What follows belongs to an exercise in optimizing a design on an open flow for small area; a production flow would make more cautious choices. Function was checked by simulation only, so behaviour that the tests miss may differ from the original. Power figures rest on the tool's default switching activity, not on a simulated workload.

== build 62 ==
==> flow/design.v <==
package rvvi_trace_pkg;
    function automatic integer rec_w(input int ilen, input int xlen);
        rec_w = 4 * xlen + ilen + 39;
    endfunction
    localparam int X_WDATA_LSB = 0;
    function automatic integer x_wb_lsb(input int xlen);
        x_wb_lsb = xlen;
    endfunction
    function automatic integer mode_lsb(input int xlen);
        mode_lsb = xlen + 32;
    endfunction
    function automatic integer halt_lsb(input int xlen);
        halt_lsb = xlen + 34;
    endfunction
    function automatic integer trap_lsb(input int xlen);
        trap_lsb = xlen + 35;
    endfunction
    function automatic integer isize_lsb(input int xlen);
        isize_lsb = xlen + 36;
    endfunction
    function automatic integer insn_lsb(input int xlen);
        insn_lsb = xlen + 39;
    endfunction
    function automatic integer pc_wdata_lsb(input int ilen, input int xlen);
        pc_wdata_lsb = xlen + 39 + ilen;
    endfunction
    function automatic integer pc_rdata_lsb(input int ilen, input int xlen);
        pc_rdata_lsb = 2 * xlen + 39 + ilen;
    endfunction
    function automatic integer order_lsb(input int ilen, input int xlen);
        order_lsb = 3 * xlen + 39 + ilen;
    endfunction
    function automatic integer hart_w(input int nhart);
        hart_w = (nhart > 1) ? $clog2(nhart) : 1;
    endfunction
endpackage
module rvvi_retire_hart_fifo
#(
    parameter int ILEN  = 32,
    parameter int XLEN  = 32,
    parameter int NRET  = 2,
    parameter int DEPTH = 8
) (
    input  logic                                                 clk,
    input  logic                                                 rst_n,
    input  logic                                                 clr_err,
    input  logic [NRET-1:0]                                      ret_valid,
    input  logic [NRET*rvvi_trace_pkg::rec_w(ILEN, XLEN)-1:0]    ret_rec,
    input  logic                                                 pop,
    input  logic [DEPTH-1:0]                                     rd_oh,       
    output logic [$clog2(DEPTH)-1:0]                             rd_ptr_n,    
    output logic                                                 elig_n,      
    output logic [rvvi_trace_pkg::rec_w(ILEN, XLEN)-1:0]         head,
    output logic                                                 ovf,
    output logic                                                 order_err
);
    localparam int REC_W     = rvvi_trace_pkg::rec_w(ILEN, XLEN);
    localparam int ORDER_LSB = rvvi_trace_pkg::order_lsb(ILEN, XLEN);
    localparam int PW        = $clog2(DEPTH);
    localparam int CW        = $clog2(DEPTH + 1);
    logic [REC_W-1:0] r_mem [DEPTH];
    logic [PW-1:0]    r_wr_ptr;
    logic [PW-1:0]    r_rd_ptr;
    logic [CW-1:0]    r_count;
    logic             r_synced;
    logic [XLEN-1:0]  r_last;        
    logic             r_ovf;
    logic             r_order_err;
    logic             v0, v1;
    logic [REC_W-1:0] rec0, rec1;
    logic [XLEN-1:0]  o0, o1;
    logic             w_accept;
    logic             w_drop;
    logic             w_syn;
    logic             w_gap;
    logic [PW-1:0]    w_wp1;
    logic [DEPTH-1:0] w_we;
    logic [REC_W-1:0] w_d_even, w_d_odd;
    logic [CW-1:0]    w_count_n;
    assign v0   = ret_valid[0];
    assign v1   = ret_valid[1];
    assign rec0 = ret_rec[0 +: REC_W];
    assign rec1 = ret_rec[REC_W +: REC_W];
    assign o0   = rec0[ORDER_LSB +: XLEN];
    assign o1   = rec1[ORDER_LSB +: XLEN];
    assign w_accept = (v0 || v1) && ((v0 && v1) ? (r_count <= CW'(DEPTH - 2)) : (r_count != CW'(DEPTH)));
    assign w_drop   = (v0 || v1) && !w_accept;
    assign w_syn = r_synced && !clr_err;
    assign w_gap = w_accept && ((v0 && w_syn && (o0 != r_last + XLEN'(1))) ||
                                (v1 && (v0 ? (o1 != o0 + XLEN'(1)) : (w_syn && (o1 != r_last + XLEN'(1))))));
    assign w_wp1 = r_wr_ptr + PW'(v0);
    for (genvar i = 0; i < DEPTH; i++) begin : g_we
        assign w_we[i] = w_accept && ((v0 && r_wr_ptr == PW'(i)) || (v1 && w_wp1 == PW'(i)));
    end
    assign w_d_even = (v0 && !r_wr_ptr[0]) ? rec0 : rec1;
    assign w_d_odd  = (v0 &&  r_wr_ptr[0]) ? rec0 : rec1;
    assign w_count_n = r_count + (w_accept ? CW'(v0) + CW'(v1) : '0) - CW'(pop);
    assign rd_ptr_n  = r_rd_ptr + PW'(pop);
    assign elig_n    = (w_count_n != '0);
    always_ff @(posedge clk or negedge rst_n) begin
        if (!rst_n) begin
            r_wr_ptr    <= '0;
            r_rd_ptr    <= '0;
            r_count     <= '0;
            r_synced    <= 1'b0;
            r_ovf       <= 1'b0;
            r_order_err <= 1'b0;
        end else begin
            if (w_accept) begin
                r_wr_ptr <= r_wr_ptr + PW'(v0) + PW'(v1);
            end
            r_rd_ptr    <= rd_ptr_n;
            r_count     <= w_count_n;
            r_synced    <= w_syn || w_accept;
            r_ovf       <= !clr_err && (r_ovf || w_drop);
            r_order_err <= !clr_err && (r_order_err || w_gap);
        end
    end
    always_ff @(posedge clk) begin
        if (w_accept) begin
            r_last <= v1 ? o1 : o0;
        end
    end
    for (genvar i = 0; i < DEPTH; i++) begin : g_mem
        always_ff @(posedge clk) begin
            if (w_we[i]) begin
                r_mem[i] <= ~((i % 2 == 0) ? w_d_even : w_d_odd);
            end
        end
    end
    always_comb begin
        head = '0;
        for (int i = 0; i < DEPTH; i++) begin
            head = head | ({REC_W{rd_oh[i]}} & ~r_mem[i]);
        end
    end
    assign ovf       = r_ovf;
    assign order_err = r_order_err;
endmodule
module rvvi_retire_buffer
#(
    parameter int ILEN  = 32,
    parameter int XLEN  = 32,
    parameter int NHART = 2,
    parameter int NRET  = 2,
    parameter int DEPTH = 8
) (
    input  logic                                      clk,
    input  logic                                      rst_n,
    input  logic [NHART*NRET-1:0]                     ret_valid,
    input  logic [NHART*NRET*rvvi_trace_pkg::rec_w(ILEN, XLEN)-1:0]   ret_rec,
    output logic                                      out_valid,
    input  logic                                      out_ready,
    output logic [rvvi_trace_pkg::hart_w(NHART)-1:0]                  out_hart,
    output logic [rvvi_trace_pkg::rec_w(ILEN, XLEN)-1:0]              out_rec,
    output logic [NHART-1:0]                          ovf,
    output logic [NHART-1:0]                          order_err,
    input  logic                                      clr_err
);
    localparam int REC_W = rvvi_trace_pkg::rec_w(ILEN, XLEN);
    localparam int PW    = $clog2(DEPTH);
    logic [REC_W-1:0] w_head   [2];
    logic [PW-1:0]    w_rd_ptr_n [2];
    logic [1:0]       w_elig_n;
    logic [1:0]       w_pop;
    logic             w_rr_n;
    logic             w_hold_n;
    logic             w_arb_n;
    logic             w_sel_n;
    logic             w_valid_n;
    logic             r_rr;
    logic             r_sel;      
    logic             r_valid;    
    logic [DEPTH-1:0] r_rd_oh  [2];
    for (genvar h = 0; h < 2; h++) begin : g_hart
        rvvi_retire_hart_fifo #(
            .ILEN  (ILEN),
            .XLEN  (XLEN),
            .NRET  (NRET),
            .DEPTH (DEPTH)
        ) u_fifo (
            .clk       (clk),
            .rst_n     (rst_n),
            .clr_err   (clr_err),
            .ret_valid (ret_valid[h*NRET +: NRET]),
            .ret_rec   (ret_rec[h*NRET*REC_W +: NRET*REC_W]),
            .pop       (w_pop[h]),
            .rd_oh     (r_rd_oh[h]),
            .rd_ptr_n  (w_rd_ptr_n[h]),
            .elig_n    (w_elig_n[h]),
            .head      (w_head[h]),
            .ovf       (ovf[h]),
            .order_err (order_err[h])
        );
    end
    assign w_pop[0] = r_valid && !r_sel && out_ready;
    assign w_pop[1] = r_sel && out_ready;
    assign w_hold_n  = r_valid && !out_ready;
    assign w_rr_n    = (r_valid && out_ready) ? !r_sel : r_rr;
    assign w_arb_n   = w_elig_n[1] && (w_rr_n || !w_elig_n[0]);
    assign w_sel_n   = w_hold_n ? r_sel : w_arb_n;
    assign w_valid_n = |w_elig_n;
    always_ff @(posedge clk or negedge rst_n) begin
        if (!rst_n) begin
            r_rr       <= 1'b0;
            r_sel      <= 1'b0;
            r_valid    <= 1'b0;
            r_rd_oh[0] <= '0;
            r_rd_oh[1] <= '0;
        end else begin
            r_rr    <= w_rr_n;
            r_sel   <= w_sel_n;
            r_valid <= w_valid_n;
            for (int i = 0; i < DEPTH; i++) begin
                r_rd_oh[0][i] <= w_valid_n && !w_sel_n && (w_rd_ptr_n[0] == PW'(i));
                r_rd_oh[1][i] <= w_sel_n && (w_rd_ptr_n[1] == PW'(i));
            end
        end
    end
    assign out_valid = r_valid;
    assign out_hart  = r_sel;
    assign out_rec   = w_head[0] | w_head[1];
endmodule
clock: 7.0 ns
lec_check: 0
cap_margin: 20
core_margin: 2
core_utilization: 70
cts_buf_list: sky130_fd_sc_hd__clkbuf_4 sky130_fd_sc_hd__clkbuf_8
place_density: 0.8
slew_margin: 20
standard.sh (not shown) runs the stock make flow with config.mk's settings and CLKGATE_MAP_FILE= SYNTH_SCRIPT=/design/flow/synth_recipe.tcl, a recipe that flattens the netlist after the stock synthesis.
==> flow/flow/run.sh <==
#!/bin/bash
# Standard ORFS layout; port buffers use the smallest buffer, CTS uses small leaf clusters (16 sinks, 40 um) without dummy loads.
set -euo pipefail
bash standard.sh "BUFFER_PORTS_ARGS=-buffer_cell sky130_fd_sc_hd__buf_1" \
  "CTS_ARGS=-sink_clustering_enable -repair_clock_nets -dont_use_dummy_load -buf_list {sky130_fd_sc_hd__clkbuf_4 sky130_fd_sc_hd__clkbuf_8} -sink_clustering_size 16 -sink_clustering_max_diameter 40" \
  finish > standard.log 2>&1
Build 62: full flow OK, the timing, design-rule and antenna checks passed
Inputs modified between build 62 and build 38:
==> flow/flow/run.sh <==
#!/bin/bash
# Standard ORFS layout; port buffers use the smallest buffer, CTS uses small leaf clusters without dummy loads.
set -euo pipefail
bash standard.sh "BUFFER_PORTS_ARGS=-buffer_cell sky130_fd_sc_hd__buf_1" \
  "CTS_ARGS=-sink_clustering_enable -repair_clock_nets -dont_use_dummy_load -buf_list {sky130_fd_sc_hd__clkbuf_4 sky130_fd_sc_hd__clkbuf_8} -sink_clustering_size 20 -sink_clustering_max_diameter 50" \
  finish > standard.log 2>&1
Going from build 62 to build 38, clock period minus worst slack +0.034 ns, combinational power share went up. Build 38 ended up with a lower layout overhead on the synthesized area than build 62 did.
### build 38 -> build 11
- a deleted CTS_BUF_LIST that had been sky130_fd_sc_hd__clkbuf_4 sky130_fd_sc_hd__clkbuf_8
- a change of SLEW_MARGIN from 20 to 5
- a change of CAP_MARGIN from 20 to 5
==> flow/flow/run.sh <==
#!/bin/bash
# Standard ORFS layout; port buffers use the smallest buffer, CTS uses small leaf clusters (16 sinks, 40 um) without dummy loads.
set -euo pipefail
bash standard.sh "BUFFER_PORTS_ARGS=-buffer_cell sky130_fd_sc_hd__buf_1" \
  "CTS_ARGS=-sink_clustering_enable -repair_clock_nets -dont_use_dummy_load -buf_list {sky130_fd_sc_hd__clkbuf_4 sky130_fd_sc_hd__clkbuf_8} -sink_clustering_size 16 -sink_clustering_max_diameter 40" \
  finish > standard.log 2>&1
==> comparison <==
Fraction of final layout cells sized beyond drive strength 1: build 11 > build 38. In build 11 relative to build 38, maximum frequency from static timing analysis had gone down slightly. Compared with build 38, build 11 ends up with more cell area. Build 11 ended up with more standard cells than build 38. | synthesis-to-finish area growth | lower: build 38 |. In the flow results for build 38 and build 11, the clock power share is smaller on build 38. The lower length of routed wiring on met1 came out of build 38. Compared with build 38, build 11 shows a fraction of the cycle the final worst path needs that is 0.62 points higher. Between build 38 and build 11, via count is higher for build 11, build 38 comes in under that. Reported for build 38 and build 11, cell row count turned out identical to the last digit. Power: build 11 draws more than build 38.

afterwards: timing with drivers on the ports:
Ports are ideal in the flow. The routed layouts listed here were re-timed in OpenROAD. Step 1 sets driving cells, clkbuf_16 on the clock port and buf_2 on the other inputs (assumed; they add their load-dependent delay and slew). Step 2 adds t to the input delays and takes it off the output delays; t is the mean of the earliest and latest rising clock arrival at the registers after step 1. Input paths then give back, and output paths get back, about the clock's delay inside the block. a / b / c = no drivers / after step 1 / after step 2; a / b = the first two.
run | t, ns | setup WS [ns] | clock arrival spread, ns
build 62 | 1.180 | 1.654 / 1.555 / 1.011 | 0.123 / 0.123
build 38 | 1.097 | 1.620 / 1.526 / 1.115 | 0.129 / 0.129
build 11 | 1.193 | 1.577 / 1.479 / 1.025 | 0.134 / 0.135
After both steps setup and hold are still met in every run listed. The setup slack of build 62, which loses most, moves by -0.099 ns with the drivers and by -0.643 ns with both steps.
